Background: an optimization exercise with open tools, aiming at small area, a short achievable clock period and few clock cycles per item. Do not read the settings as production practice.
In this exercise RTL edits were held to simulation tests only and were not proved equivalent to the original.
Power figures rest on the tool's default switching activity, not on a simulated workload.

<file path="flow/design.v">
package bffa_pkg;
  localparam int MAP_BITS  = 2048;
  localparam int WORD_BITS = 32;
  localparam int MAP_WORDS = MAP_BITS / WORD_BITS;
  localparam int ADDR_W    = $clog2(MAP_WORDS);
  localparam int BIT_W     = $clog2(WORD_BITS);
  localparam int FIELD_W   = 14;
  localparam int CODE_W    = 2;
  localparam logic [FIELD_W-1:0] COUNT_MAX = '1;
  localparam logic [FIELD_W-1:0] SIZE_MAX  = FIELD_W'(MAP_BITS);
  typedef enum logic [CODE_W-1:0] {
    CMD_ALLOC   = 2'd0,
    CMD_FREE    = 2'd1,
    CMD_PRELOAD = 2'd2,
    CMD_LOAD    = 2'd3
  } cmd_t;
  typedef enum logic [CODE_W-1:0] {
    STAT_OK    = 2'd0,
    STAT_FULL  = 2'd1,
    STAT_RANGE = 2'd2
  } status_t;
  typedef enum logic [1:0] {
    FSM_IDLE,
    FSM_SCAN,
    FSM_RMW,
    FSM_DONE
  } fsm_t;
  typedef struct packed {
    logic                 en;
    logic [ADDR_W-1:0]    addr;
    logic [WORD_BITS-1:0] data;
  } ram_wr_t;
endpackage
import bffa_pkg::*;
module bffa_ffz
(
  input  logic [WORD_BITS-1:0] word_i,
  output logic [WORD_BITS-1:0] onehot_o
);
  logic [WORD_BITS-1:0] below;
  always_comb begin
    logic [WORD_BITS-1:0] p;
    p = {word_i[WORD_BITS-2:0], 1'b1};
    for (int s = 1; s < WORD_BITS; s = s * 2) begin
      for (int i = WORD_BITS - 1; i >= s; i--) begin
        p[i] = p[i] & p[i-s];
      end
    end
    below = p;
  end
  assign onehot_o = below & ~word_i;
endmodule
module bffa_pri
(
  input  logic [MAP_WORDS-1:0] vec_i,
  output logic                 any_o,
  output logic [ADDR_W-1:0]    idx_o
);
  localparam int G = 8;
  localparam int NG = MAP_WORDS / G;
  logic [NG-1:0]   g_any;
  logic [NG-1:0]   g_first;
  logic [G-1:0]    lo_first [NG];
  logic [2:0]      lo_idx [NG];
  always_comb begin
    logic seen;
    for (int g = 0; g < NG; g++) begin
      g_any[g] = |vec_i[g*G +: G];
    end
    seen = 1'b0;
    for (int g = 0; g < NG; g++) begin
      g_first[g] = g_any[g] & ~seen;
      seen       = seen | g_any[g];
    end
    any_o = seen;
    for (int g = 0; g < NG; g++) begin
      logic s2;
      s2 = 1'b0;
      for (int i = 0; i < G; i++) begin
        lo_first[g][i] = vec_i[g*G+i] & ~s2;
        s2             = s2 | vec_i[g*G+i];
      end
      lo_idx[g] = '0;
      for (int i = 0; i < G; i++) begin
        if (lo_first[g][i]) lo_idx[g] = lo_idx[g] | 3'(i);
      end
    end
    idx_o = '0;
    for (int g = 0; g < NG; g++) begin
      if (g_first[g]) idx_o = idx_o | {3'(g), lo_idx[g]};
    end
  end
endmodule
import bffa_pkg::*;
module bffa_ram
(
  input  logic                 clk,
  input  logic [MAP_WORDS-1:0] rd_sel,
  output logic [WORD_BITS-1:0] rd_data,
  input  logic [MAP_WORDS-1:0] wr_sel,
  input  logic [WORD_BITS-1:0] wr_data,
  input  logic [MAP_WORDS-1:0] full_sel,
  input  logic                 full_d,
  output logic [MAP_WORDS-1:0] full_o
);
  logic [WORD_BITS-1:0] mem [MAP_WORDS];
  logic [MAP_WORDS-1:0] full_r;
  always_ff @(posedge clk) begin
    for (int w = 0; w < MAP_WORDS; w++) begin
      if (wr_sel[w]) begin
        mem[w] <= wr_data;
      end
      if (full_sel[w]) begin
        full_r[w] <= full_d;
      end
    end
  end
  logic [WORD_BITS-1:0] rd_l1 [MAP_WORDS/4];
  logic [WORD_BITS-1:0] rd_l2 [MAP_WORDS/16];
  always_comb begin
    for (int k = 0; k < MAP_WORDS / 4; k++) begin
      rd_l1[k] = (mem[4*k]   & {WORD_BITS{rd_sel[4*k]}})
               | (mem[4*k+1] & {WORD_BITS{rd_sel[4*k+1]}})
               | (mem[4*k+2] & {WORD_BITS{rd_sel[4*k+2]}})
               | (mem[4*k+3] & {WORD_BITS{rd_sel[4*k+3]}});
    end
    for (int k = 0; k < MAP_WORDS / 16; k++) begin
      rd_l2[k] = rd_l1[4*k] | rd_l1[4*k+1] | rd_l1[4*k+2] | rd_l1[4*k+3];
    end
    rd_data = rd_l2[0] | rd_l2[1] | rd_l2[2] | rd_l2[3];
  end
  assign full_o = full_r;
endmodule
import bffa_pkg::*;
module bitmap_first_fit_allocator_top
(
  input  logic        clk,
  input  logic        rst_n,
  input  logic        in_tvalid,
  output logic        in_tready,
  input  logic [31:0] in_tdata,    
  input  logic [1:0]  in_tuser,    
  output logic        out_tvalid,
  input  logic        out_tready,
  output logic [31:0] out_tdata,   
  output logic [1:0]  out_tuser,   
  input  logic        cfg_wr_en,
  input  logic [13:0] cfg_wr_data
);
  localparam int SZ_W  = ADDR_W + BIT_W + 1;    
  localparam int IDX_W = ADDR_W + BIT_W;        
  logic [SZ_W-1:0]      size_r;
  logic [FIELD_W-1:0]   cnt_r;
  logic                 c_valid_r;
  logic                 c_alloc_r, c_free_r, c_pre_r, c_load_r;
  logic [IDX_W-1:0]     c_idx_r;       
  logic                 c_ok_r;        
  logic [FIELD_W-1:0]   c_cval_r;
  logic [MAP_WORDS-1:0] rd_sel_r;      
  logic                 cw_v_r;
  logic [ADDR_W-1:0]    cw_r;
  logic [WORD_BITS-1:0] cwd_r;
  logic                 nx_v_r;
  logic [ADDR_W-1:0]    nx_r;
  logic                 out_valid_r;
  logic [FIELD_W-1:0]   out_alloc_r;
  logic [CODE_W-1:0]    out_stat_r;
  logic [FIELD_W-1:0]   out_cnt_r;
  logic                 in_fire;
  logic                 exec;
  logic [FIELD_W-1:0]   in_number;
  logic [FIELD_W-1:0]   in_num_m1;
  logic                 is_alloc, is_free, is_pre, is_load;
  logic [ADDR_W-1:0]    n_word;
  logic [WORD_BITS-1:0] bsn;
  logic                 hit_cw;
  logic                 below_cw, below_nx;
  logic [MAP_WORDS-1:0] full;
  logic [MAP_WORDS-1:0] after_nx;
  logic                 nx2_v;
  logic [ADDR_W-1:0]    nx2;
  logic                 use_nx;
  logic                 fill_a;
  logic                 bubble;
  logic [MAP_WORDS-1:0] cw_dec;
  logic [MAP_WORDS-1:0] full_sel;
  logic                 full_d;
  logic [MAP_WORDS-1:0] rd_sel;
  logic                 cw_v_n, nx_v_n;
  logic [ADDR_W-1:0]    cw_n, nx_n;
  logic [WORD_BITS-1:0] cwd_n;
  logic [WORD_BITS-1:0] rd_data;
  logic [MAP_WORDS-1:0] wr_sel;
  logic                 do_wr;
  logic [WORD_BITS-1:0] src;
  logic [WORD_BITS-1:0] set_m;
  logic [WORD_BITS-1:0] clr_m;
  logic [WORD_BITS-1:0] wr_data;
  logic [WORD_BITS-1:0] bsa;
  logic [WORD_BITS-1:0] bsa_ok;
  logic [WORD_BITS-1:0] part_mask;
  logic                 cw_below, cw_at;
  logic                 alloc_ok;
  logic [BIT_W-1:0]     ba_enc_p1;
  logic [ADDR_W:0]      cw_p1;
  logic [FIELD_W-1:0]   alloc_num;
  logic [FIELD_W-1:0]   cnt_nxt;
  assign bubble    = c_valid_r && c_alloc_r && cw_v_r && (&cwd_r);
  assign exec      = c_valid_r && !bubble && (!out_valid_r || out_tready);
  assign in_tready = !c_valid_r || exec;
  assign in_fire   = in_tvalid && in_tready;
  assign in_number = in_tdata[FIELD_W-1:0];
  assign in_num_m1 = in_number - FIELD_W'(1);
  always_ff @(posedge clk) begin
    if (!rst_n) begin
      c_valid_r <= 1'b0;
    end else if (in_fire) begin
      c_valid_r <= 1'b1;
    end else if (exec) begin
      c_valid_r <= 1'b0;
    end
  end
  always_ff @(posedge clk) begin
    if (in_fire) begin
      c_alloc_r <= (in_tuser == CMD_ALLOC);
      c_free_r  <= (in_tuser == CMD_FREE);
      c_pre_r   <= (in_tuser == CMD_PRELOAD);
      c_load_r  <= (in_tuser == CMD_LOAD);
      c_idx_r  <= in_num_m1[IDX_W-1:0];
      c_ok_r   <= (in_number != '0) && (in_number <= FIELD_W'(size_r));
      c_cval_r <= in_tdata[2*FIELD_W-1:FIELD_W];
    end
  end
  assign is_alloc = c_alloc_r;
  assign is_free  = c_free_r;
  assign is_pre   = c_pre_r;
  assign is_load  = c_load_r;
  assign n_word = c_idx_r[IDX_W-1:BIT_W];
  always_comb begin
    for (int b = 0; b < WORD_BITS; b++) begin
      bsn[b] = (c_idx_r[BIT_W-1:0] == BIT_W'(b));
    end
  end
  assign hit_cw   = cw_v_r && (n_word == cw_r);
  assign below_cw = n_word < cw_r;
  assign below_nx = n_word < nx_r;
  always_comb begin
    for (int w = 0; w < MAP_WORDS; w++) begin
      after_nx[w] = !full[w] && (ADDR_W'(w) > nx_r);
    end
  end
  bffa_pri u_pri (
    .vec_i (after_nx),
    .any_o (nx2_v),
    .idx_o (nx2)
  );
  assign use_nx = is_alloc;
  always_comb begin
    for (int w = 0; w < MAP_WORDS; w++) begin
      cw_dec[w]   = (cw_r == ADDR_W'(w));
      rd_sel[w]   = rd_sel_r[w];
      wr_sel[w]   = !rst_n || (do_wr && (is_alloc ? cw_dec[w] : rd_sel_r[w]));
      full_sel[w] = !rst_n || (is_alloc ? cw_dec[w] && (bubble || (do_wr && alloc_ok && fill_a))
                                        : rd_sel_r[w] && exec && is_free && c_ok_r);
    end
  end
  assign full_d = rst_n && !is_free;
  bffa_ram u_ram (
    .clk     (clk),
    .rd_sel  (rd_sel),
    .rd_data (rd_data),
    .wr_sel  (wr_sel),
    .wr_data (wr_data),
    .full_sel(full_sel),
    .full_d  (full_d),
    .full_o  (full)
  );
  bffa_ffz u_ffz (
    .word_i   (cwd_r),
    .onehot_o (bsa)
  );
  assign cw_below = cw_v_r && (SZ_W'(cw_r) <  (size_r >> BIT_W));
  assign cw_at    = cw_v_r && (SZ_W'(cw_r) == (size_r >> BIT_W));
  always_comb begin
    for (int b = 0; b < WORD_BITS; b++) begin
      part_mask[b] = (BIT_W'(b) < size_r[BIT_W-1:0]);
    end
  end
  assign bsa_ok   = bsa & ({WORD_BITS{cw_below}} | ({WORD_BITS{cw_at}} & part_mask));
  assign alloc_ok = |bsa_ok;
  always_comb begin
    ba_enc_p1 = '0;
    for (int b = 0; b < WORD_BITS; b++) begin
      if (bsa[b]) ba_enc_p1 = ba_enc_p1 | BIT_W'(b + 1);
    end
  end
  assign cw_p1     = {1'b0, cw_r} + (ADDR_W+1)'(1);
  assign alloc_num = bsa[WORD_BITS-1] ? FIELD_W'({cw_p1, {BIT_W{1'b0}}})
                                      : FIELD_W'({cw_r, ba_enc_p1});
  assign src   = is_alloc ? cwd_r : rd_data;
  assign set_m = is_alloc ? bsa_ok : (is_pre ? bsn : '0);
  assign clr_m = is_free ? bsn : '0;
  always_comb begin
    if (!rst_n) begin
      wr_data = '0;
    end else begin
      wr_data = (src & ~clr_m) | set_m;
    end
  end
  assign fill_a  = &(cwd_r | bsa);
  assign do_wr   = exec && (is_alloc ? cw_v_r : ((is_free || is_pre) && c_ok_r));
  always_comb begin
    cw_v_n = cw_v_r;
    cw_n   = cw_r;
    cwd_n  = cwd_r;
    nx_v_n = nx_v_r;
    nx_n   = nx_r;
    if (!rst_n) begin
      cw_v_n = 1'b1;
      cw_n   = '0;
      cwd_n  = '0;
      nx_v_n = 1'b1;
      nx_n   = ADDR_W'(1);
    end else if (bubble || (do_wr && is_alloc && alloc_ok && fill_a)) begin
      cw_v_n = nx_v_r;
      cw_n   = nx_r;
      cwd_n  = rd_data;
      nx_v_n = nx_v_r && nx2_v;
      nx_n   = nx2;
    end else if (do_wr) begin
      if (is_alloc || hit_cw) begin
        cwd_n  = wr_data;
      end else if (is_free) begin
        if (!cw_v_r) begin
          cw_v_n = 1'b1;
          cw_n   = n_word;
          cwd_n  = wr_data;
        end else if (below_cw) begin
          cw_n   = n_word;
          cwd_n  = wr_data;
          nx_v_n = 1'b1;
          nx_n   = cw_r;
        end else if (!nx_v_r || below_nx) begin
          nx_v_n = 1'b1;
          nx_n   = n_word;
        end
      end
    end
  end
  always_ff @(posedge clk) begin
    cw_v_r <= cw_v_n;
    cw_r   <= cw_n;
    cwd_r  <= cwd_n;
    nx_v_r <= nx_v_n;
    nx_r   <= nx_n;
  end
  always_ff @(posedge clk) begin
    for (int w = 0; w < MAP_WORDS; w++) begin
      if (in_fire ? (in_tuser == CMD_ALLOC) : c_alloc_r) begin
        rd_sel_r[w] <= (nx_n == ADDR_W'(w));
      end else if (in_fire) begin
        rd_sel_r[w] <= (in_num_m1[IDX_W-1:BIT_W] == ADDR_W'(w));
      end
    end
  end
  always_comb begin
    cnt_nxt = cnt_r;
    if (is_load) begin
      cnt_nxt = c_cval_r;
    end else if (is_alloc) begin
      if (alloc_ok && cnt_r != '0) cnt_nxt = cnt_r - FIELD_W'(1);
    end else if (is_free) begin
      if (c_ok_r && cnt_r != COUNT_MAX) cnt_nxt = cnt_r + FIELD_W'(1);
    end
  end
  assign out_tvalid = out_valid_r;
  assign out_tdata  = {{(32 - 2*FIELD_W){1'b0}}, out_cnt_r, out_alloc_r};
  assign out_tuser  = out_stat_r;
  always_ff @(posedge clk) begin
    if (!rst_n) begin
      size_r      <= SZ_W'(MAP_BITS);
      cnt_r       <= '0;
      out_valid_r <= 1'b0;
    end else begin
      if (cfg_wr_en) begin
        size_r <= (cfg_wr_data > SIZE_MAX) ? SZ_W'(MAP_BITS) : SZ_W'(cfg_wr_data);
      end
      if (exec) begin
        cnt_r       <= cnt_nxt;
        out_valid_r <= 1'b1;
      end else if (out_tready) begin
        out_valid_r <= 1'b0;
      end
    end
  end
  always_ff @(posedge clk) begin
    if (exec) begin
      out_cnt_r <= cnt_nxt;
      if (is_alloc) begin
        out_alloc_r <= alloc_ok ? alloc_num : '0;
        out_stat_r  <= alloc_ok ? STAT_OK : STAT_FULL;
      end else begin
        out_alloc_r <= '0;
        out_stat_r  <= ((is_free || is_pre) && !c_ok_r) ? STAT_RANGE : STAT_OK;
      end
    end
  end
endmodule
</file>
<file path="flow/run.sh">
#!/bin/bash
# synth_recipe.tcl (not shown) runs the flow's synth.tcl, then flattens the netlist and writes it again
# the make line also repeats each setting of config.mk as NAME=value (left out here)
make -C /OpenROAD-flow-scripts/flow DESIGN_CONFIG=/design/flow/config.mk WORK_HOME=/design/flow/orfs CLKGATE_MAP_FILE= SYNTH_SCRIPT=/design/flow/synth_recipe.tcl finish
</file>
<file path="flow/config.mk">
export PLATFORM = sky130hd
export DESIGN_NAME = bitmap_first_fit_allocator_top
export DESIGN_NICKNAME = bitmap_first_fit_allocator_top
export VERILOG_FILES = /design/flow/design.v
export SDC_FILE = /design/flow/constraint.sdc
export NUM_CORES = 4
export LEC_CHECK = 0
export CAP_MARGIN = 20
export CORE_MARGIN = 2
export CORE_UTILIZATION = 50
export CTS_BUF_LIST = sky130_fd_sc_hd__clkbuf_8
export SETUP_SLACK_MARGIN = 2.0
export SLEW_MARGIN = 20
export SYNTH_HIERARCHICAL = 1
</file>
<file path="flow/constraint.sdc">
create_clock -name core_clock -period 6.0 [get_ports {clk}]
set_input_delay 1.2000 -clock core_clock [delete_from_list [all_inputs] [get_ports {clk}]]
set_output_delay 1.2000 -clock core_clock [all_outputs]
set_load 0.01 [all_outputs]
</file>
==> results of run 1 <==
==> worst max-delay path, delay by kind of cell (launching register included) <==
kind | cells | cell delay, ns
multiplexers | 1 | 0.29
flip-flops | 1 | 0.32
AO/OA/AOI/OAI | 3 | 0.50
buffers and inverters | 6 | 0.90
AND/OR/NAND/NOR | 9 | 2.03
==> how the worst min path moves through the flow <==
stage | start | endpoint | slack, ns | cells past startpoint
after global placement | c_valid_r | out_valid_r | 0.54 | 2
final | cwd_r[3] | cwd_r[3] | 0.55 | 2
after global routing | rst_n | cw_v_r | 0.51 | 2
after CTS | rst_n | size_r[11] | 0.47 | 2
after floorplan | c_valid_r | out_valid_r | 0.49 | 2
after detailed placement | c_valid_r | out_valid_r | 0.54 | 2
==> registers in the layout, indices dropped and copies added, names as in the netlist <==
register / flops
cw_r: 6
out_stat_r: 2
c_alloc_r: 1
out_tdata: 12
c_load_r: 1
size_r: 12
out_valid_r: 1
c_ok_r: 1
out_cnt_r: 14
nx_v_r: 1
cnt_r: 14
nx_r: 6
c_pre_r: 1
c_cval_r: 14
c_free_r: 1
u_ram.mem: 2048
c_valid_r: 1
c_idx_r: 11
cwd_r: 32
rd_sel_r: 64
u_ram.full_r: 63
cw_v_r: 1
==> cell type report <==
type	instances	area, um^2
sequential	2307	68600
fill	13560	72100
multi-input combinational	2928	23300
antenna	9	22.5
inverter	73	287
tap	2370	2970
clock buffer	395	5440
timing repair buffer	675	6720
clock inverter	255	1080
==> report_power, final <==
group / leakage [nW] / switching, mW / internal, mW
Sequential: 23.0 / 0.541 / 19.5
Clock: 3.83 / 6.13 / 6.12
Combinational: 10.7 / 3.44 / 1.60
==> layer usage <==
metal / track usage (%) / wire [um] / up-vias
li1: - / - / 25102
met5: 0 / 37 / -
met1: 45.9 / 125000 / 30824
met3: 7.00 / 33500 / 707
met2: 47.4 / 137000 / 3705
met4: 16.8 / 18600 / 8
==> repair_timing <==
action | CTS | global route
pin swaps | 114 | 93
endpoints found under the setup margin | 2504 | 1305
setup buffers | 160 | 82
gates cloned | 10 | 29
resized for setup | 312 | 241
==> impl_metrics.tcl, run 1 <==
set metrics [dict create \
    hpwlAfterDp_mm 191 \
    clockBufferDepth 4 \
    worstSetupEndpoint "cnt_r[3]" \
    ctsHoldBuffers 0 \
    rsz0062_at_grt "true" \
    place_ws_ns 1.06 \
    max_cap_viol_count 0 \
    die-area_um2 185000 \
    root_buffer "clkbuf_8" \
    path_class "reg -> reg" \
    vias 60346 \
    path_max_fanout 7 \
    coreArea_um2 181000 \
    finalNetCount 6458 \
    first_pass_iters 9 \
    placementRows 156 \
    drc 0 \
    portBuffers 78 \
    wl_per_cell_um 34.8 \
    wl_mm 313 \
    clk_latency_ns 1.07 \
    cts_buffers 384 \
    r2r_start "cwd_r[15]" \
    setup_tns_ns 0 \
    cp-start-kind "register" \
    fin_ws_ns 1.80 \
    critical_path_required_ns 6.88 \
    r2r-end "cnt_r[3]" \
    min_path_type "reg -> reg" \
    cp-end-kind "register" \
    timing.hold.ws_ns 0.547 \
    antenna_found_initial 20 \
    initial_core_util_pct 50.3 \
    arrival_ns 5.08 \
    final_common_cell "edfxtp_1" \
    place_area_um2 96600 \
    gp_congestion 0.981 \
    utilization_pct 60.1 \
    setup_violations 0 \
    power_density_nw_per_um2 344 \
    final_cell_mix "2,232 x edfxtp_1, 512 x a22o_1, 451 x a221oi_1" \
    boundaryPins 89 \
    fin_crit_sh_pct 70.0 \
    cp_slowest_cell "or4_4" \
    slowest_delay_ns 0.59 \
    final_cells 9012 \
    worst_path_most_repeated_cell "nor4_4" \
    finalPower_mw 37.3 \
    fin_skew_ns 0.109 \
    finalInstanceArea_um2 108000 \
    netlist_area_um2 90800 \
    drt-initial-drc-count 8375 \
    r2r_slack_ns 1.80 \
    drv_slew 0 \
    h-tree-depth 5 \
    leakage_nw 37.5 \
    final_antenna_net_count 0 \
    slew_headroom_pct 22.1 \
    status "timing/DRC/antenna clean" \
    setup.worst_path.start "cwd_r[15]" \
    grt_start_max_net_pins 69 \
    drive_above_1_share_pct 22.5 \
    hold_violations 0 \
    tritoncts "yes" \
    grt_pass1_vias 56552 \
    clk_pin_slew_ns 0.06 \
    die_h_um 430 \
    grt_pass1_wl_mm 426 \
    fin_crit_ns 4.20 \
    clock_sinks 2307 \
    syn_to_final_growth_pct 19.4 \
    grt_overflow 0 \
    dieWidth_um 430 \
    grt.total_usage_pct 32.4 \
    yosysWarnings 15 \
    critical_path.cell_chain "buf_6, and3_4, nand4_1, buf_4, nor4_4, buf_4, nor4_4, nand2_2, nor4_4, o2111ai_2, or4_4, buf_6, o21ai_4, buf_12, nor4_4, buf_6, mux2_2, or3b_4, a31oi_4" \
    synth_cells 5643 \
    reg2reg_depth 19 \
    dp.cells 8071 \
    worst_pin_slew_ns 1.16 \
    avgSynthCellArea_um2 16.1 \
    vias_per_cell 6.70 \
    ir_drop_uv 252 \
    clock.fmax_ghz 0.238 \
]
Testbench counts, summed over its fixed seeds: cycles 12,008, commands 12,000.
==> run 2, diff against run 1 <==
--- a/flow/design.v
+++ b/flow/design.v
@@ -165,7 +165,6 @@
   logic                 out_valid_r;
   logic [FIELD_W-1:0]   out_alloc_r;
   logic [CODE_W-1:0]    out_stat_r;
-  logic [FIELD_W-1:0]   out_cnt_r;
   logic                 in_fire;
   logic                 exec;
   logic [FIELD_W-1:0]   in_number;
@@ -192,9 +191,11 @@
   logic [WORD_BITS-1:0] rd_data;
   logic [MAP_WORDS-1:0] wr_sel;
   logic                 do_wr;
-  logic [WORD_BITS-1:0] src;
-  logic [WORD_BITS-1:0] set_m;
-  logic [WORD_BITS-1:0] clr_m;
+  logic [WORD_BITS-1:0] cw_mod;        
+  logic [WORD_BITS-1:0] rd_mod;        
+  logic [WORD_BITS-1:0] rd_clr;
+  logic                 move_on;
+  logic                 take_rd;
   logic [WORD_BITS-1:0] wr_data;
   logic [WORD_BITS-1:0] bsa;
   logic [WORD_BITS-1:0] bsa_ok;
@@ -297,18 +298,21 @@
   assign cw_p1     = {1'b0, cw_r} + (ADDR_W+1)'(1);
   assign alloc_num = bsa[WORD_BITS-1] ? FIELD_W'({cw_p1, {BIT_W{1'b0}}})
                                       : FIELD_W'({cw_r, ba_enc_p1});
-  assign src   = is_alloc ? cwd_r : rd_data;
-  assign set_m = is_alloc ? bsa_ok : (is_pre ? bsn : '0);
-  assign clr_m = is_free ? bsn : '0;
+  assign cw_mod = is_alloc ? (cwd_r | bsa_ok) : (is_free ? (cwd_r & ~bsn) : (cwd_r | bsn));
+  assign rd_clr = is_free ? bsn : '0;
+  assign rd_mod = (rd_data & ~rd_clr) | (is_pre ? bsn : '0);
   always_comb begin
     if (!rst_n) begin
       wr_data = '0;
     end else begin
-      wr_data = (src & ~clr_m) | set_m;
+      wr_data = is_alloc ? (cwd_r | bsa_ok) : rd_mod;
     end
   end
   assign fill_a  = &(cwd_r | bsa);
-  assign do_wr   = exec && (is_alloc ? cw_v_r : ((is_free || is_pre) && c_ok_r));
+  assign do_wr   = c_valid_r && (!out_valid_r || out_tready)
+                && (is_alloc ? cw_v_r : ((is_free || is_pre) && c_ok_r));
+  assign move_on = bubble || (do_wr && is_alloc && alloc_ok && fill_a);
+  assign take_rd = rst_n && (move_on || (do_wr && is_free && !hit_cw && (!cw_v_r || below_cw)));
   always_comb begin
     cw_v_n = cw_v_r;
     cw_n   = cw_r;
@@ -321,23 +325,20 @@
       cwd_n  = '0;
       nx_v_n = 1'b1;
       nx_n   = ADDR_W'(1);
-    end else if (bubble || (do_wr && is_alloc && alloc_ok && fill_a)) begin
+    end else if (move_on) begin
       cw_v_n = nx_v_r;
       cw_n   = nx_r;
-      cwd_n  = rd_data;
       nx_v_n = nx_v_r && nx2_v;
       nx_n   = nx2;
     end else if (do_wr) begin
       if (is_alloc || hit_cw) begin
-        cwd_n  = wr_data;
+        cwd_n  = cw_mod;
       end else if (is_free) begin
         if (!cw_v_r) begin
           cw_v_n = 1'b1;
           cw_n   = n_word;
-          cwd_n  = wr_data;
         end else if (below_cw) begin
           cw_n   = n_word;
-          cwd_n  = wr_data;
           nx_v_n = 1'b1;
           nx_n   = cw_r;
         end else if (!nx_v_r || below_nx) begin
@@ -350,7 +351,7 @@
   always_ff @(posedge clk) begin
     cw_v_r <= cw_v_n;
     cw_r   <= cw_n;
-    cwd_r  <= cwd_n;
+    cwd_r  <= take_rd ? (rd_data & ~rd_clr) : cwd_n;
     nx_v_r <= nx_v_n;
     nx_r   <= nx_n;
   end
@@ -374,7 +375,7 @@
     end
   end
   assign out_tvalid = out_valid_r;
-  assign out_tdata  = {{(32 - 2*FIELD_W){1'b0}}, out_cnt_r, out_alloc_r};
+  assign out_tdata  = {{(32 - 2*FIELD_W){1'b0}}, cnt_r, out_alloc_r};
   assign out_tuser  = out_stat_r;
   always_ff @(posedge clk) begin
     if (!rst_n) begin
@@ -395,7 +396,6 @@
   end
   always_ff @(posedge clk) begin
     if (exec) begin
-      out_cnt_r <= cnt_nxt;
       if (is_alloc) begin
         out_alloc_r <= alloc_ok ? alloc_num : '0;
         out_stat_r  <= alloc_ok ? STAT_OK : STAT_FULL;
==> impl_metrics.tcl, run 2 <==
set metrics [dict create \
    r2r_start "cwd_r[3]" \
    placementRows 156 \
    gp_congestion 0.932 \
    regMostFlops "u_ram.mem" \
    slew_headroom_pct 20.4 \
    grt.total_usage_pct 31.7 \
    power_density_nw_per_um2 342 \
    clk_pin_slew_ns 0.07 \
    finalInstanceArea_um2 107000 \
    arrival_ns 5.09 \
    clockBufferDepth 4 \
    final_antenna_net_count 1 \
    so_faults "antenna rules" \
    place_ws_ns 0.866 \
    multiInputGateArea_um2 22700 \
    syn_to_final_growth_pct 17.3 \
    clock_sinks 2293 \
    die_h_um 430 \
    hpwlAfterDp_mm 183 \
    synth_cells 5543 \
    first_pass_iters 8 \
    wl_per_cell_um 34.2 \
    max_cap_viol_count 0 \
    vias_per_cell 6.72 \
    largest_reg_flops 2048 \
    finalNetCount 6299 \
    coreArea_um2 181000 \
    setup_tns_ns 0 \
    path_class "reg -> reg" \
    fin_ws_ns 1.74 \
    regArea_um2 68400 \
    fin_skew_ns 0.108 \
    cp-start-kind "register" \
    hp-start "nx_v_r" \
    vias 59622 \
    reg_top3 "u_ram.mem: 2048 flops, rd_sel_r: 64 flops, u_ram.full_r: 63 flops" \
    antenna_found_initial 18 \
    h-tree-depth 5 \
    leakage_nw 37.0 \
    hold_violations 0 \
    grt_start_max_net_pins 69 \
    fin_crit_ns 4.26 \
    status "failed layout checks" \
    ir_drop_uv 251 \
    die-area_um2 185000 \
    grt_pass1_vias 55738 \
    cp-end-kind "register" \
    yosysWarnings 15 \
    fillers 13861 \
    final_common_cell "edfxtp_1" \
    min_path_type "reg -> reg" \
    setup_violations 0 \
    grt_overflow 0 \
    worst_pin_slew_ns 1.19 \
    tritoncts "yes" \
    avgSynthCellArea_um2 16.4 \
    critical_path_required_ns 6.83 \
    drc 0 \
    root_buffer "clkbuf_8" \
    fin_crit_sh_pct 71.0 \
    place_area_um2 96300 \
    ctsHoldBuffers 0 \
    wl_mm 303 \
    drt-initial-drc-count 7949 \
    grt_pass1_wl_mm 419 \
    finalPower_mw 36.5 \
    path_max_fanout 16 \
    rsz0062_at_grt "true" \
    dieWidth_um 430 \
    initial_core_util_pct 50.3 \
    boundaryPins 89 \
    clk_latency_ns 1.09 \
    setup.worst_path.start "cwd_r[3]" \
    portBuffers 78 \
    final_cell_mix "2,250 x edfxtp_1, 516 x a221oi_1, 510 x a22o_1" \
    drive_above_1_share_pct 20.5 \
    netlist_area_um2 90900 \
    drv_slew 0 \
    cts_buffers 383 \
    clock.fmax_ghz 0.235 \
]
==> run 2: through the flow <==
step	hold WS (ns)	utilization [%]	std cells
2_1_floorplan	0.495	-	5551
3_3_place_gp	0.552	53.2	7938
3_5_place_dp	0.547	53.3	7942
4_1_cts	0.546	58.0	8756
5_1_grt	0.579	59.0	8857
6_report	0.562	59.0	8869
==> run 2: metal layers <==
layer | up-vias | routed length (um) | part of all wire, % | global-route usage [%]
met1 | 30564 | 120000 | 40 | 44.7
li1 | 24802 | - | - | -
met5 | - | 46 | 0.015 | 0
met4 | 6 | 15600 | 5.1 | 14.2
met3 | 644 | 31500 | 10 | 6.12
met2 | 3606 | 136000 | 45 | 48.3
==> run 2: path summary, 6_finish.rpt <==
kind,endpoint,slack [ns],depth (start not counted)
worst max-delay path,rd_sel_r[7],1.74,19
worst min-delay path,nx_v_r,0.56,2
worst max register to register,rd_sel_r[7],1.74,19
worst min register to register,nx_v_r,0.56,2
==> run 2: report_power, final <==
part	switching, mW	leakage, nW	total (mW)	internal [mW]
clock network	6.08	3.76	12.1	6.04
logic	3.18	10.4	4.54	1.36
registers	0.481	22.8	19.8	19.4
total	9.75	37.0	36.5	26.8
==> run 2: final cells by class <==
cell class / count / share of cell area, %
sequential: 2293 / 64.2
multi-input combinational: 2849 / 21.3
clock buffer: 388 / 5.01
tap: 2370 / 2.78
timing repair buffer: 601 / 5.32
inverter: 71 / 0.272
antenna: 31 / 0.0727
clock inverter: 266 / 1.06
==> run 2: what timing repair did <==
item | CTS | global route
gates cloned | 3 | 15
buffers inserted | 157 | 66
pin swaps | 52 | 67
endpoints found under the setup margin | 1999 | 986
gates resized for setup | 128 | 180
==> run 2: worst max-delay path, cell delays in order (launching register included) <==
cell	delay, ns
edfxtp_1	0.48
buf_4	0.18
and4_4	0.20
nand4_1	0.12
buf_6	0.14
nor4_4	0.05
buf_6	0.13
and3_4	0.17
or4_4	0.41
a221oi_2	0.25
a41o_1	0.23
and4b_2	0.29
a31oi_4	0.10
buf_12	0.17
buf_8	0.13
buf_4	0.13
mux2i_1	0.22
a22oi_2	0.11
buf_12	0.22
nor4_1	0.30
Testbench counts of run 2, summed over its fixed seeds: cycles 12,008, commands 12,000.
==> run 3, diff against run 2 <==
--- a/flow/config.mk
+++ b/flow/config.mk
@@ -9,6 +9,7 @@
 export CORE_MARGIN = 2
 export CORE_UTILIZATION = 50
 export CTS_BUF_LIST = sky130_fd_sc_hd__clkbuf_8
-export SETUP_SLACK_MARGIN = 2.0
+export SETUP_SLACK_MARGIN = 2.5
 export SLEW_MARGIN = 20
 export SYNTH_HIERARCHICAL = 1
+export TNS_END_PERCENT = 20
==> impl_metrics.tcl, run 3 <==
set metrics [dict create \
    status "timing/DRC/antenna clean" \
    p_sw_mw 10.3 \
    clockBufferDepth 4 \
    hpwlAfterDp_mm 182 \
    syn_to_final_growth_pct 23.3 \
    setup_violations 0 \
    gp_congestion 0.979 \
    synth_cells 5543 \
    first_pass_iters 6 \
    portBuffers 78 \
    dp.cells 7938 \
    final_cells 9059 \
    tritoncts "yes" \
    reg2reg_depth 9 \
    r2r_slack_ns 1.72 \
    vias 62177 \
    min_path_type "reg -> reg" \
    regMostFlops "u_ram.mem" \
    fillers 13199 \
    grt_pass1_wl_mm 439 \
    vias_per_cell 6.86 \
    root_buffer "clkbuf_8" \
    largest_reg_flops 2048 \
    path_max_fanout 48 \
    avgSynthCellArea_um2 16.4 \
    cp-end-kind "register" \
    clock_sinks 2293 \
    worst_pin_slew_ns 1.40 \
    path_class "reg -> reg" \
    seqPwrFrac_pct 52.7 \
    hold_violations 0 \
    critical_path_required_ns 6.69 \
    clockPowerShare_pct 32.4 \
    clock.fmax_ghz 0.233 \
    ir_drop_uv 250 \
    slew_headroom_pct 6.80 \
    cts_buffers 384 \
    cp-start-kind "register" \
    grt_pass1_vias 57880 \
    coreArea_um2 181000 \
    die-area_um2 185000 \
    finalNetCount 6521 \
    clk_pin_slew_ns 0.06 \
    ctsHoldBuffers 0 \
    wl_mm 339 \
    wl_per_cell_um 37.4 \
    setup_tns_ns 0 \
    final_cell_mix "2,250 x edfxtp_1, 508 x a22o_1, 451 x a221oi_1" \
    boundaryPins 89 \
    fin_skew_ns 0.103 \
    leakage_nw 39.3 \
    pwr-share-comb_pct 14.9 \
    rsz0062_at_grt "true" \
    fin_crit_sh_pct 71.4 \
    drt-initial-drc-count 8412 \
    drive_above_1_share_pct 24.9 \
    max_cap_viol_count 0 \
    arrival_ns 4.97 \
    grt.total_usage_pct 33.6 \
    final_antenna_net_count 0 \
    drc 0 \
    yosysWarnings 15 \
    netlist_area_um2 90900 \
    drv_slew 0 \
    final_common_cell "edfxtp_1" \
    power.internal_mw 27.4 \
    switching_share_pct 27.3 \
    fin_crit_ns 4.28 \
    dieWidth_um 430 \
    antenna_found_initial 33 \
    initial_core_util_pct 50.3 \
    reg_top3 "u_ram.mem: 2048 flops, rd_sel_r: 64 flops, u_ram.full_r: 63 flops" \
    power_density_nw_per_um2 336 \
    h-tree-depth 5 \
    clk_latency_ns 1.08 \
    placementRows 156 \
    grt_overflow 0 \
    grt_start_max_net_pins 115 \
    min_path_cells 2 \
    die_h_um 430 \
]
[run 3: cell type report]
type,instances,area (um^2),share of cell area (%)
sequential,2293,68400,61.1
multi-input combinational,2849,23800,21.3
timing repair buffer,822,10100,8.97
clock buffer,393,5410,4.83
tap,2370,2970,2.65
clock inverter,251,1070,0.957
inverter,71,289,0.258
antenna,10,25.0,0.0223
[run 3: routing by layer]
layer / vias to the layer above / routed length, um / track usage [%]
met4: 28 / 24000 / 18.6
li1: 25246 / - / -
met2: 4335 / 147000 / 50.3
met5: - / 337 / 0
met1: 31600 / 125000 / 44.6
met3: 968 / 42000 / 9.36
[run 3: stage by stage]
step / instance area (um^2) / hold WS, ns / power, mW / util [%] / worst slack, ns
2_1_floorplan: 91100 / 0.495 / 22.3 / - / 1.58
3_3_place_gp: 96200 / 0.537 / 24.2 / 53.2 / 0.836
3_5_place_dp: 96400 / 0.539 / 24.3 / 53.3 / 0.899
4_1_cts: 108000 / 0.454 / 37.1 / 59.9 / 1.89
5_1_grt: 112000 / 0.502 / 38.7 / 62.0 / 1.77
6_report: 112000 / 0.547 / 37.7 / 62.0 / 1.72
[run 3: worst max-delay path, cell delays in order, from the launching register on]
cell	delay, ns
edfxtp_1	0.35
buf_4	0.19
buf_4	0.18
a22o_1	0.19
a221oi_1	0.46
nand4_1	0.73
or4_1	0.80
a221oi_1	0.45
nor3_4	0.19
buf_6	0.34
[run 3: final timing paths]
check	from	end
worst min register to register	nx_v_r	nx_v_r
worst min-delay path	nx_v_r	nx_v_r
worst max-delay path	rd_sel_r[47]	u_ram.mem[46][14]
worst max register to register	rd_sel_r[47]	u_ram.mem[46][14]
[run 3: timing repair]
item,4_1_cts,5_1_grt
resized for setup,393,362
buffers inserted,262,80
gates cloned,55,70
endpoints found under the setup margin,2312,2505
pin swaps,98,140
[run 3: power groups by stage]
stage	sequential [mW]	combinational [mW]	clock (mW)
after floorplan	20.1	2.20	0
after global placement	20.2	3.97	0
after detailed placement	20.3	4.05	0
after CTS	19.8	4.92	12.3
after global routing	20.0	5.74	13.0
final	19.9	5.63	12.2
==> run 4, diff against run 3 <==
--- a/flow/design.v
+++ b/flow/design.v
@@ -54,7 +54,8 @@
 (
   input  logic [MAP_WORDS-1:0] vec_i,
   output logic                 any_o,
-  output logic [ADDR_W-1:0]    idx_o
+  output logic [ADDR_W-1:0]    idx_o,
+  output logic [MAP_WORDS-1:0] oh_o
 );
   localparam int G = 8;
   localparam int NG = MAP_WORDS / G;
@@ -88,6 +89,9 @@
     idx_o = '0;
     for (int g = 0; g < NG; g++) begin
       if (g_first[g]) idx_o = idx_o | {3'(g), lo_idx[g]};
+      for (int i = 0; i < G; i++) begin
+        oh_o[g*G+i] = g_first[g] & lo_first[g][i];
+      end
     end
   end
 endmodule
@@ -178,6 +182,9 @@
   logic [MAP_WORDS-1:0] after_nx;
   logic                 nx2_v;
   logic [ADDR_W-1:0]    nx2;
+  logic [MAP_WORDS-1:0] nx2_oh;
+  logic [MAP_WORDS-1:0] nx_oh_n;       
+  logic [MAP_WORDS-1:0] nx_dec;
   logic                 use_nx;
   logic                 fill_a;
   logic                 bubble;
@@ -206,6 +213,8 @@
   logic [ADDR_W:0]      cw_p1;
   logic [FIELD_W-1:0]   alloc_num;
   logic [FIELD_W-1:0]   cnt_nxt;
+  logic [FIELD_W-1:0]   cnt_dec;
+  logic [FIELD_W-1:0]   cnt_inc;
   assign bubble    = c_valid_r && c_alloc_r && cw_v_r && (&cwd_r);
   assign exec      = c_valid_r && !bubble && (!out_valid_r || out_tready);
   assign in_tready = !c_valid_r || exec;
@@ -253,7 +262,8 @@
   bffa_pri u_pri (
     .vec_i (after_nx),
     .any_o (nx2_v),
-    .idx_o (nx2)
+    .idx_o (nx2),
+    .oh_o  (nx2_oh)
   );
   assign use_nx = is_alloc;
   always_comb begin
@@ -288,7 +298,7 @@
     end
   end
   assign bsa_ok   = bsa & ({WORD_BITS{cw_below}} | ({WORD_BITS{cw_at}} & part_mask));
-  assign alloc_ok = |bsa_ok;
+  assign alloc_ok = (cw_below && !(&cwd_r)) || (cw_at && !(&(cwd_r | ~part_mask)));
   always_comb begin
     ba_enc_p1 = '0;
     for (int b = 0; b < WORD_BITS; b++) begin
@@ -308,7 +318,18 @@
       wr_data = is_alloc ? (cwd_r | bsa_ok) : rd_mod;
     end
   end
-  assign fill_a  = &(cwd_r | bsa);
+  always_comb begin
+    logic [3:0] g_any;
+    logic [3:0] g_two;
+    for (int g = 0; g < 4; g++) begin
+      logic [7:0] z;
+      z        = ~cwd_r[g*8 +: 8];
+      g_any[g] = |z;
+      g_two[g] = |(z & (z - 8'd1));
+    end
+    fill_a = !((|g_two) || (g_any[0] && |g_any[3:1]) || (g_any[1] && |g_any[3:2])
+               || (g_any[2] && g_any[3]));
+  end
   assign do_wr   = c_valid_r && (!out_valid_r || out_tready)
                 && (is_alloc ? cw_v_r : ((is_free || is_pre) && c_ok_r));
   assign move_on = bubble || (do_wr && is_alloc && alloc_ok && fill_a);
@@ -355,23 +376,41 @@
     nx_v_r <= nx_v_n;
     nx_r   <= nx_n;
   end
+  always_comb begin
+    for (int w = 0; w < MAP_WORDS; w++) begin
+      nx_dec[w] = (nx_r == ADDR_W'(w));
+    end
+    if (!rst_n) begin
+      nx_oh_n = MAP_WORDS'(2);
+    end else if (move_on) begin
+      nx_oh_n = nx2_oh;
+    end else if (do_wr && is_free && !hit_cw && cw_v_r && below_cw) begin
+      nx_oh_n = cw_dec;
+    end else if (do_wr && is_free && !hit_cw && cw_v_r && (!nx_v_r || below_nx)) begin
+      nx_oh_n = rd_sel_r;              
+    end else begin
+      nx_oh_n = nx_dec;
+    end
+  end
   always_ff @(posedge clk) begin
     for (int w = 0; w < MAP_WORDS; w++) begin
       if (in_fire ? (in_tuser == CMD_ALLOC) : c_alloc_r) begin
-        rd_sel_r[w] <= (nx_n == ADDR_W'(w));
+        rd_sel_r[w] <= nx_oh_n[w];
       end else if (in_fire) begin
         rd_sel_r[w] <= (in_num_m1[IDX_W-1:BIT_W] == ADDR_W'(w));
       end
     end
   end
+  assign cnt_dec = (cnt_r != '0)       ? cnt_r - FIELD_W'(1) : cnt_r;
+  assign cnt_inc = (cnt_r != COUNT_MAX) ? cnt_r + FIELD_W'(1) : cnt_r;
   always_comb begin
     cnt_nxt = cnt_r;
     if (is_load) begin
       cnt_nxt = c_cval_r;
     end else if (is_alloc) begin
-      if (alloc_ok && cnt_r != '0) cnt_nxt = cnt_r - FIELD_W'(1);
+      if (alloc_ok) cnt_nxt = cnt_dec;
     end else if (is_free) begin
-      if (c_ok_r && cnt_r != COUNT_MAX) cnt_nxt = cnt_r + FIELD_W'(1);
+      if (c_ok_r) cnt_nxt = cnt_inc;
     end
   end
   assign out_tvalid = out_valid_r;
--- a/flow/config.mk
+++ b/flow/config.mk
@@ -9,7 +9,6 @@
 export CORE_MARGIN = 2
 export CORE_UTILIZATION = 50
 export CTS_BUF_LIST = sky130_fd_sc_hd__clkbuf_8
-export SETUP_SLACK_MARGIN = 2.5
+export SETUP_SLACK_MARGIN = 2.0
 export SLEW_MARGIN = 20
 export SYNTH_HIERARCHICAL = 1
-export TNS_END_PERCENT = 20
==> impl_metrics.tcl, run 4 <==
set metrics [dict create \
    setup_tns_ns 0 \
    netlist_area_um2 92800 \
    initial_core_util_pct 50.2 \
    finalPower_mw 35.6 \
    hold_violations 0 \
    die_h_um 435 \
    finalInstanceArea_um2 106000 \
    fin_crit_sh_pct 67.9 \
    synth_cells 5955 \
    timing.critical_path.buf_inv 2 \
    final_cells 9194 \
    critical_path.cell_chain "buf_6, a22o_1, a221oi_1, nand4_1, or4_4, a221oi_1, nor2_4, buf_4" \
    fillers 14506 \
    max_cap_viol_count 0 \
    r2r_slack_ns 1.93 \
    power_density_nw_per_um2 334 \
    leakage_nw 36.6 \
    drc 0 \
    drt-initial-drc-count 8660 \
    avgSynthCellArea_um2 15.6 \
    final_cell_mix "2,250 x edfxtp_1, 525 x a221oi_1, 509 x a22o_1" \
    hpwlAfterDp_mm 199 \
    syn_to_final_growth_pct 14.7 \
    coreArea_um2 185000 \
    min_path_type "in -> reg" \
    wl_per_cell_um 35.5 \
    grt_overflow 0 \
    vias_per_cell 6.81 \
    place_area_um2 98200 \
    grt_pass1_vias 59306 \
    die-area_um2 189000 \
    cts_buffers 384 \
    place_ws_ns 0.982 \
    utilization_pct 57.6 \
    clk_latency_ns 1.08 \
    path_class "reg -> reg" \
    reg_top3 "u_ram.mem: 2048 flops, rd_sel_r: 64 flops, u_ram.full_r: 63 flops" \
    dp.cells 8430 \
    tritoncts "yes" \
    slew_headroom_pct 20.3 \
    boundaryPins 89 \
    placementRows 158 \
    largest_reg_flops 2048 \
    cp_slowest_cell "or4_4" \
    wl_mm 326 \
    portBuffers 78 \
    arrival_ns 4.75 \
    grt.total_usage_pct 33.7 \
    clock_sinks 2293 \
    gp_congestion 1.02 \
    finalNetCount 6543 \
    drive_above_1_share_pct 16.4 \
    ir_drop_uv 237 \
    rsz0062_at_grt "true" \
    drv_slew 0 \
    grt_start_max_net_pins 85 \
    yosysWarnings 15 \
    final_antenna_net_count 0 \
    critical_path_required_ns 6.67 \
    grt_pass1_wl_mm 453 \
    path_max_fanout 64 \
    regMostFlops "u_ram.mem" \
    vias 62571 \
    fin_skew_ns 0.123 \
    cp-start-kind "register" \
    worst_pin_slew_ns 1.19 \
    setup_violations 0 \
    h-tree-depth 5 \
    cp-end-kind "register" \
    worst_path_most_repeated_cell "a221oi_1" \
    dieWidth_um 435 \
    clockBufferDepth 4 \
    status "timing/DRC/antenna clean" \
    slowest_delay_ns 0.73 \
    first_pass_iters 6 \
    timing.hold.ws_ns 0.538 \
    antenna_found_initial 16 \
    clock.fmax_ghz 0.245 \
    root_buffer "clkbuf_8" \
    clk_pin_slew_ns 0.06 \
    fin_crit_ns 4.07 \
    final_common_cell "edfxtp_1" \
    critPathTopFamily "simple AND/OR/NAND/NOR gates" \
    fin_ws_ns 1.93 \
]
[run 4: cell count changes in the layout (fill, tap and decap cells not counted), sizes merged, moves of 65 or more]
| cell | before | now |
|---|---|---|
| buf | 699 | 398 |
| a21oi | 134 | 213 |
| nor2 | 193 | 292 |
| o21ai | 159 | 269 |
| o221ai | 66 | 1 |
| a21boi | 70 | 2 |
[run 4: worst paths after layout]
| path | depth (start not counted) | startpoint | endpoint |
|---|---|---|---|
| worst min-delay path | 2 | rst_n | nx_v_r |
| worst min register to register | 2 | c_cval_r[11] | cnt_r[11] |
| worst max register to register | 8 | rd_sel_r[47] | u_ram.mem[18][26] |
| worst max-delay path | 8 | rd_sel_r[47] | u_ram.mem[18][26] |
[run 4: layer usage]
| layer | vias up | GRT usage (%) | routed length, um |
|---|---|---|---|
| met5 | - | 0 | 84 |
| met4 | 14 | 16.5 | 17200 |
| met3 | 690 | 7.35 | 35300 |
| met2 | 3946 | 50.6 | 146000 |
| met1 | 32050 | 46.7 | 127000 |
| li1 | 25871 | - | - |
[run 4: worst register-to-register path: cells and delay by family (launching register included)]
family / cells / cell delay (ns)
AO/OA/AOI/OAI: 3 / 1.12
buffers and inverters: 2 / 0.64
flip-flops: 1 / 0.56
AND/OR/NAND/NOR: 3 / 1.35
[run 4: cell type report]
class | instances | area (um^2) | area share (%)
antenna | 8 | 20.0 | 0.0188
clock buffer | 387 | 5330 | 5.01
clock inverter | 262 | 1200 | 1.13
inverter | 76 | 303 | 0.285
multi-input combinational | 3212 | 23800 | 22.3
sequential | 2293 | 68400 | 64.3
tap | 2480 | 3100 | 2.92
timing repair buffer | 476 | 4260 | 4.01
[run 4: power by group]
part | switching, mW | leakage (nW) | internal [mW] | total (mW)
sequential | 0.474 | 22.8 | 19.2 | 19.6
combinational | 2.66 | 9.97 | 1.07 | 3.73
clock | 6.05 | 3.82 | 6.15 | 12.2
total | 9.18 | 36.6 | 26.4 | 35.6
[run 4: timing repair]
item,CTS,global route
pin swaps,33,33
setup buffers,82,20
setup endpoints to repair,2176,1227
cloned,4,0
hold buffers,0,0
resized for setup,66,65
Testbench counts of run 4, summed over its fixed seeds: cycles 12,008, commands 12,000.
==> run 5, diff against run 4 <==
--- a/flow/config.mk
+++ b/flow/config.mk
@@ -7,7 +7,7 @@
 export LEC_CHECK = 0
 export CAP_MARGIN = 20
 export CORE_MARGIN = 2
-export CORE_UTILIZATION = 50
+export CORE_UTILIZATION = 65
 export CTS_BUF_LIST = sky130_fd_sc_hd__clkbuf_8
 export SETUP_SLACK_MARGIN = 2.0
 export SLEW_MARGIN = 20
==> impl_metrics.tcl, run 5 <==
set metrics [dict create \
    status "timing/DRC/antenna clean" \
    regArea_um2 68400 \
    path_class "reg -> reg" \
    slew_headroom_pct 14.0 \
    h-tree-depth 5 \
    final_cell_mix "2,250 x edfxtp_1, 523 x a221oi_1, 509 x a22o_1" \
    die-area_um2 146000 \
    placementRows 138 \
    final_common_cell "edfxtp_1" \
    cts_buffers 363 \
    fin_ws_ns 1.83 \
    critical_path.cell_chain "buf_4, a22o_1, a221oi_1, nand4_1, or4_4, a221oi_2, nor2_4, buf_4" \
    setup_violations 0 \
    reg2reg_depth 8 \
    dieWidth_um 382 \
    hpwlAfterDp_mm 187 \
    clock_sinks 2293 \
    wl_per_cell_um 37.5 \
    cp-end-kind "register" \
    tritoncts "yes" \
    vias 64343 \
    clockBufferDepth 4 \
    drv_slew 0 \
    grt.total_usage_pct 43.0 \
    hold_violations 0 \
    r2r_start "rd_sel_r[35]" \
    boundaryPins 89 \
    cp.depth 8 \
    vias_per_cell 7.52 \
    root_buffer "clkbuf_8" \
    cp_slowest_cell "or4_4" \
    place_ws_ns 1.15 \
    drc 0 \
    yosysWarnings 15 \
    clk_latency_ns 1.08 \
    synth_cells 5955 \
    avgSynthCellArea_um2 15.6 \
    fin_crit_sh_pct 69.5 \
    largest_reg_flops 2048 \
    worstSetupEndpoint "u_ram.mem[4][13]" \
    regMostFlops "u_ram.mem" \
    coreArea_um2 142000 \
    r2r-end "u_ram.mem[4][13]" \
    initial_core_util_pct 65.5 \
    timing.critical_path.buf_inv 2 \
    clock.fmax_ghz 0.240 \
    netlist_area_um2 92800 \
    timing.hold.ws_ns 0.503 \
    path_max_fanout 64 \
    setup_tns_ns 0 \
    critical_path_required_ns 6.66 \
    wl_mm 320 \
    power_density_nw_per_um2 337 \
    arrival_ns 4.83 \
    slowest_delay_ns 0.88 \
    ir_drop_uv 352 \
    gp_congestion 1.01 \
    cp-start-kind "register" \
    first_pass_iters 8 \
    portBuffers 78 \
    fin_skew_ns 0.132 \
    rsz0062_at_grt "true" \
    drt-initial-drc-count 10387 \
    worst_pin_slew_ns 1.29 \
    syn_to_final_growth_pct 13.5 \
    setup.worst_path.start "rd_sel_r[35]" \
    drive_above_1_share_pct 16.6 \
    multiInputGateArea_um2 24100 \
    reg_top3 "u_ram.mem: 2048 flops, rd_sel_r: 64 flops, u_ram.full_r: 63 flops" \
    ctsHoldBuffers 0 \
    fin_crit_ns 4.17 \
    grt_pass1_wl_mm 440 \
    die_h_um 382 \
    clk_pin_slew_ns 0.06 \
    worst_path_most_repeated_cell "buf_4" \
    max_cap_viol_count 0 \
    r2r_slack_ns 1.83 \
    antenna_found_initial 20 \
    critPathTopFamily "simple AND/OR/NAND/NOR gates" \
    leakage_nw 36.3 \
    grt_pass1_vias 60883 \
    finalNetCount 6492 \
    min_path_type "in -> reg" \
    final_antenna_net_count 0 \
    grt_overflow 0 \
    fillers 8539 \
    grt_start_max_net_pins 80 \
]
[run 5: changes by cell type in the layout (fill, tap and decap cells not counted), sizes merged, moves of 2 or more]
cell | before | now
diode | 8 | 10
inv | 201 | 184
bufinv | 5 | 9
clkinv | 125 | 122
clkinvlp | 7 | 11
nor2b | 31 | 40
buf | 398 | 358
clkbuf | 389 | 374
[run 5: how the worst min path moves through the flow]
stage / from / to / slack [ns] / depth (start not counted)
6_report: rst_n / cw_v_r / 0.50 / 2
2_1_floorplan: size_r[11] / size_r[11] / 0.48 / 2
3_5_place_dp: cnt_r[7] / cnt_r[7] / 0.55 / 2
5_1_grt: rst_n / cw_v_r / 0.52 / 2
3_3_place_gp: c_cval_r[11] / cnt_r[11] / 0.53 / 2
4_1_cts: rst_n / nx_v_r / 0.53 / 2
[run 5: repair_timing]
item	4_1_cts	5_1_grt
pin swaps	30	38
buffers inserted	63	28
cloned	13	3
gates resized for setup	84	85
endpoints found under the setup margin	1825	1682
[run 5: final cells by class]
cell class              count  area share (%)
well taps                1890            2.24
diodes                     10          0.0238
repair buffers            434            3.52
clock inverters           250            1.21
clock buffers             374            4.89
inverters                  76           0.295
flip-flops and latches   2293            65.0
multi-input cells        3224            22.9
[run 5: stage by stage]
step	util, %	cells	power [mW]	area [um^2]
after CTS	73.9	8508	35.2	105000
after detailed placement	68.6	7808	23.3	97100
after global placement	68.6	7806	23.2	97100
after global routing	74.4	8542	36.3	105000
after floorplan	-	5967	21.7	92900
final	74.4	8551	35.5	105000
[run 5: metal layers]
metal	up-vias	track usage, %	share of wire [%]
met2	5630	62.0	43
met1	31778	56.8	34
met3	1146	14.6	15
met5	-	0.0331	0.018
met4	10	26.3	7.0
li1	25779	-	-
[run 5: where the power goes]
part,leakage [nW],internal (mW),switching (mW)
logic,9.75,1.04,2.69
registers,22.8,19.2,0.486
clock network,3.74,6.14,5.93
total,36.3,26.3,9.11
==> run 6, diff against run 5 <==
--- a/flow/config.mk
+++ b/flow/config.mk
@@ -7,8 +7,9 @@
 export LEC_CHECK = 0
 export CAP_MARGIN = 20
 export CORE_MARGIN = 2
-export CORE_UTILIZATION = 65
-export CTS_BUF_LIST = sky130_fd_sc_hd__clkbuf_8
+export CORE_UTILIZATION = 50
+export CTS_BUF_LIST = sky130_fd_sc_hd__clkbuf_8 sky130_fd_sc_hd__clkbuf_16
+export CTS_CLUSTER_SIZE = 30
 export SETUP_SLACK_MARGIN = 2.0
 export SLEW_MARGIN = 20
 export SYNTH_HIERARCHICAL = 1
==> impl_metrics.tcl, run 6 <==
set metrics [dict create \
    status "timing/DRC/antenna clean" \
    finalNetCount 6376 \
    grt_overflow 0 \
    ir_drop_uv 334 \
    min_to "cnt_r[11]" \
    reg2reg_depth 8 \
    reg_top3 "u_ram.mem: 2048 flops, rd_sel_r: 64 flops, u_ram.full_r: 63 flops" \
    min_path_type "reg -> reg" \
    fin_skew_ns 0.0892 \
    final_cell_mix "2,250 x edfxtp_1, 519 x a221oi_1, 509 x a22o_1" \
    h-tree-depth 4 \
    worst_pin_slew_ns 1.16 \
    clk_pin_slew_ns 0.06 \
    placementRows 158 \
    clock_sinks 2293 \
    boundaryPins 89 \
    fin_crit_ns 4.10 \
    slew_headroom_pct 22.5 \
    final_common_cell "edfxtp_1" \
    grt_start_max_net_pins 85 \
    timing.critical_path.buf_inv 2 \
    die_h_um 435 \
    vias 61910 \
    path_max_fanout 4 \
    drive_above_1_share_pct 15.2 \
    final_antenna_net_count 0 \
    root_buffer "clkbuf_16" \
    yosysWarnings 15 \
    dieWidth_um 435 \
    cts_buffers 223 \
    fin_crit_sh_pct 68.3 \
    cp_slowest_cell "or4_1" \
    fillers 14247 \
    r2r_slack_ns 1.94 \
    r2r_start "rd_sel_r[8]" \
    clock.fmax_ghz 0.244 \
    syn_to_final_growth_pct 15.3 \
    slowest_delay_ns 0.58 \
    die-area_um2 189000 \
    finalPower_mw 37.0 \
    leakage_nw 36.4 \
    wl_mm 325 \
    clockBufferDepth 3 \
    drc 0 \
    initial_core_util_pct 50.2 \
    hpwlAfterDp_mm 199 \
    tritoncts "yes" \
    cp-end-kind "register" \
    arrival_ns 4.68 \
    clk_latency_ns 0.91 \
    first_pass_iters 6 \
    drt-initial-drc-count 8830 \
    power_density_nw_per_um2 345 \
    hp-start "c_cval_r[11]" \
    synth_cells 5955 \
    min_path_cells 2 \
    largest_reg_flops 2048 \
    cp-start-kind "input port" \
    r2r-end "u_ram.mem[54][13]" \
    grt_pass1_vias 57945 \
    wl_per_cell_um 36.2 \
    critPathTopFamily "simple AND/OR/NAND/NOR gates" \
    hold_violations 0 \
    critical_path_required_ns 6.58 \
    gp_congestion 1.02 \
    netlist_area_um2 92800 \
    max_cap_viol_count 0 \
    setup_violations 0 \
    critical_path.cell_chain "clkdlybuf4s50_1, or4_1, or2_2, xor2_1, inv_1, nor3_2, nand2_1, o21ai_0" \
    path_class "in -> reg" \
    setup_tns_ns 0 \
    grt.total_usage_pct 33.5 \
    rsz0062_at_grt "true" \
    vias_per_cell 6.91 \
    coreArea_um2 185000 \
    regMostFlops "u_ram.mem" \
    drv_slew 0 \
    portBuffers 78 \
    grt_pass1_wl_mm 450 \
    avgSynthCellArea_um2 15.6 \
    antenna_found_initial 19 \
]
-- run 6: tightest hold or removal path: cells and delay by family, from the launching register on --
family / cells / cell delay, ns
compound gates: 1 / 0.12
flops: 1 / 0.32
mux: 1 / 0.06
-- run 6: where the power goes --
group	switching [mW]	leakage, nW	internal [mW]
Clock	6.21	3.62	7.38
Combinational	2.66	9.93	1.07
Sequential	0.476	22.8	19.2
-- run 6: layout make-up --
class,instances,area [um^2],area share [%]
Sequential cell,2293,68400,64.0
Clock buffer,227,5660,5.29
Antenna cell,10,25.0,0.0234
Timing Repair Buffer,468,4170,3.90
Inverter,76,302,0.282
Clock inverter,191,1450,1.35
Tap cell,2480,3100,2.90
Multi-Input combinational cell,3214,23900,22.3
-- run 6: stage by stage --
step                      utilization (%)  cells  setup WS [ns]  hold slack [ns]  instance area, um^2
final                                57.9   8959           1.90            0.543               107000
after global placement               53.1   8426           1.02            0.533                98100
after detailed placement             53.1   8430          0.982            0.536                98200
after global routing                 57.9   8951           1.94            0.566               107000
after floorplan                         -   5967           1.38            0.483                92900
after CTS                            57.6   8927           1.77            0.547               106000
-- run 6: repair_timing --
| item | 4_1_cts | 5_1_grt |
|---|---|---|
| resized for setup | 66 | 78 |
| pin swaps | 36 | 36 |
| endpoints found under the hold margin | 0 | 0 |
| endpoints found under the setup margin | 2172 | 1341 |
| setup buffers | 76 | 18 |
| hold buffers | 0 | 0 |
| cloned | 3 | 3 |
-- run 6: per-layer routing --
layer | global-route usage (%) | wire (um) | part of all wire (%)
met4 | 15.8 | 17600 | 5.4
met3 | 7.43 | 35600 | 11
met1 | 46.6 | 127000 | 39
met2 | 50.4 | 144000 | 45
met5 | 0 | 107 | 0.033
-- run 6: worst max path at each step --
stage                           start          endpoint  slack (ns)  depth (start not counted)
after detailed placement  in_tdata[4]       rd_sel_r[8]        0.98                          8
final                     in_tdata[4]       rd_sel_r[8]        1.90                          8
after global placement    in_tdata[5]       rd_sel_r[8]        1.02                          8
after floorplan            out_tready  u_ram.mem[10][0]        1.38                          6
after CTS                     cw_r[4]  u_ram.full_r[56]        1.77                         10
after global routing      in_tdata[4]       rd_sel_r[8]        1.94                          7
==> run 7, diff against run 6 <==
==> flow/config.mk (replaced) <==
export PLATFORM = sky130hd
export DESIGN_NAME = bitmap_first_fit_allocator_top
export DESIGN_NICKNAME = bitmap_first_fit_allocator_top
export VERILOG_FILES = /design/flow/design.v
export SDC_FILE = /design/flow/constraint.sdc
export NUM_CORES = 4
export LEC_CHECK = 0
export CAP_MARGIN = 5
export CORE_MARGIN = 2
export CORE_UTILIZATION = 50
export CTS_BUF_LIST = sky130_fd_sc_hd__clkbuf_8
export SETUP_SLACK_MARGIN = 2.0
export SLEW_MARGIN = 5
export SYNTH_HIERARCHICAL = 1
export TNS_END_PERCENT = 5
==> impl_metrics.tcl, run 7 <==
set metrics [dict create \
    place_ws_ns 0.985 \
    gp_congestion 1.02 \
    clk_latency_ns 1.10 \
    rsz0062_at_grt "true" \
    root_buffer "clkbuf_8" \
    worst_path_most_repeated_cell "a221oi_1" \
    power_density_nw_per_um2 336 \
    place_area_um2 98100 \
    final_common_cell "edfxtp_1" \
    placementRows 158 \
    drc 0 \
    critPathTopFamily "simple AND/OR/NAND/NOR gates" \
    finalPower_mw 35.6 \
    final_cells 9197 \
    die-area_um2 189000 \
    fin_skew_ns 0.128 \
    regMostFlops "u_ram.mem" \
    avgSynthCellArea_um2 15.6 \
    setup_violations 0 \
    drt-initial-drc-count 8718 \
    fin_crit_sh_pct 70.4 \
    clk_pin_slew_ns 0.06 \
    vias 62585 \
    hold_violations 0 \
    final_cell_mix "2,250 x edfxtp_1, 537 x a221oi_1, 509 x a22o_1" \
    critical_path_required_ns 6.59 \
    yosysWarnings 15 \
    coreArea_um2 185000 \
    finalNetCount 6529 \
    cp-end-kind "register" \
    reg_top3 "u_ram.mem: 2048 flops, rd_sel_r: 64 flops, u_ram.full_r: 63 flops" \
    fin_crit_ns 4.22 \
    clock.fmax_ghz 0.237 \
    largest_reg_flops 2048 \
    grt_pass1_wl_mm 450 \
    h-tree-depth 5 \
    status "timing/DRC/antenna clean" \
    drive_above_1_share_pct 15.8 \
    netlist_area_um2 92800 \
    portBuffers 78 \
    cts_buffers 385 \
    grt_overflow 0 \
    slowest_delay_ns 0.82 \
    cp-start-kind "register" \
    hpwlAfterDp_mm 199 \
    ir_drop_uv 277 \
    drv_slew 0 \
    leakage_nw 36.4 \
    boundaryPins 89 \
    critical_path.cell_chain "buf_12, buf_4, a22o_1, a221oi_1, nand4_1, or4_4, a221oi_1, nor2_4, buf_6" \
    max_cap_viol_count 0 \
    arrival_ns 4.81 \
    fillers 14568 \
    final_antenna_net_count 0 \
    wl_per_cell_um 35.4 \
    wl_mm 326 \
    ctsHoldBuffers 0 \
    dieWidth_um 435 \
    min_path_type "in -> reg" \
    clockBufferDepth 4 \
    grt_start_max_net_pins 85 \
    setup_tns_ns 0 \
    fin_ws_ns 1.78 \
    initial_core_util_pct 50.2 \
    clock_sinks 2293 \
    path_max_fanout 64 \
    path_class "reg -> reg" \
    timing.critical_path.buf_inv 3 \
    tritoncts "yes" \
    die_h_um 435 \
    finalInstanceArea_um2 106000 \
    dp.cells 8426 \
    syn_to_final_growth_pct 14.3 \
    first_pass_iters 8 \
    synth_cells 5955 \
    vias_per_cell 6.80 \
    antenna_found_initial 23 \
    grt_pass1_vias 59140 \
    grt.total_usage_pct 33.5 \
    slew_headroom_pct 11.1 \
    worst_pin_slew_ns 1.33 \
    cp_slowest_cell "or4_4" \
]
-- run 7: area by class of cell --
class                           instances  area [um^2]  area share (%)
Tap cell                             2480         3100            2.92
Antenna cell                           27         67.6          0.0637
Clock inverter                        253         1130            1.07
Timing Repair Buffer                  461         4040            3.80
Multi-Input combinational cell       3212        23600            22.2
Inverter                               76          303           0.285
Sequential cell                      2293        68400            64.5
Clock buffer                          395         5440            5.12
-- run 7: path summary, 6_finish.rpt --
check | startpoint | to | slack, ns | depth (start not counted)
max | rd_sel_r[24] | u_ram.mem[22][31] | 1.78 | 9
min | rst_n | cw_v_r | 0.53 | 2
max reg2reg | rd_sel_r[24] | u_ram.mem[22][31] | 1.78 | 9
min reg2reg | c_cval_r[11] | cnt_r[11] | 0.54 | 2
-- run 7: stage by stage --
stage               util, %  hold slack [ns]
floorplan                 -            0.483
global placement       53.1            0.533
detailed placement     53.1            0.538
CTS                    57.2            0.448
global route           57.4            0.489
finish                 57.4            0.527
-- run 7: what timing repair did --
action	in CTS	in global routing
gates resized for setup	44	45
buffers inserted	77	15
endpoints found under the hold margin	0	0
setup endpoints to repair	2185	1587
pin swaps	19	18
cloned	1	3
-- run 7: metal layers --
metal	up-vias	GRT usage (%)	part of all wire [%]
li1	25843	-	-
met1	31918	46.2	39
met2	4068	50.2	45
met3	744	7.69	11
met4	12	16.6	5.3
met5	-	0	0.023
-- run 7: power breakdown --
group / total, mW / internal (mW) / leakage, nW / switching, mW
clock network: 12.3 / 6.21 / 3.82 / 6.05
logic: 3.68 / 1.05 / 9.82 / 2.63
registers: 19.7 / 19.2 / 22.8 / 0.492
total: 35.6 / 26.4 / 36.4 / 9.17

[port drivers added, routing unchanged]
No port has a modelled driver above. Below, the same layouts with a new extraction and two added sets of constraints.
Step 1: set_driving_cell puts a clkbuf_16 on clk and a buf_2 on each other input, an assumption about the parent block.
Step 2, shift: input delay + t, output delay - t, t = (earliest + latest rising clock arrival at the registers) / 2. This alone moves slack from input paths to output paths.
a / b / c = no drivers / after step 1 / after step 2; a / b = the first two.
run	t (ns)	slack for setup (ns)	worst setup path after step 2	latest minus earliest clock arrival (ns)	worst register clock-pin slew, ns
run 1	1.095	1.799 / 1.799 / 1.260	input to register	0.115 / 0.115	0.07 / 0.07
run 2	1.109	1.743 / 1.743 / 1.034	input to register	0.109 / 0.109	0.07 / 0.07
run 3	1.114	1.716 / 1.716 / 0.987	input to register	0.104 / 0.103	0.07 / 0.07
run 4	1.100	1.926 / 1.926 / 0.904	input to register	0.123 / 0.123	0.07 / 0.07
run 5	1.089	1.830 / 1.830 / 1.012	input to register	0.134 / 0.134	0.07 / 0.07
run 6	0.949	1.903 / 1.936 / 1.017	input to register	0.090 / 0.089	0.08 / 0.08
run 7	1.113	1.776 / 1.776 / 0.955	input to register	0.128 / 0.129	0.07 / 0.07
The setup slack of run 4, which loses most, moves by 0.000 ns with the drivers and by -1.022 ns with both steps.
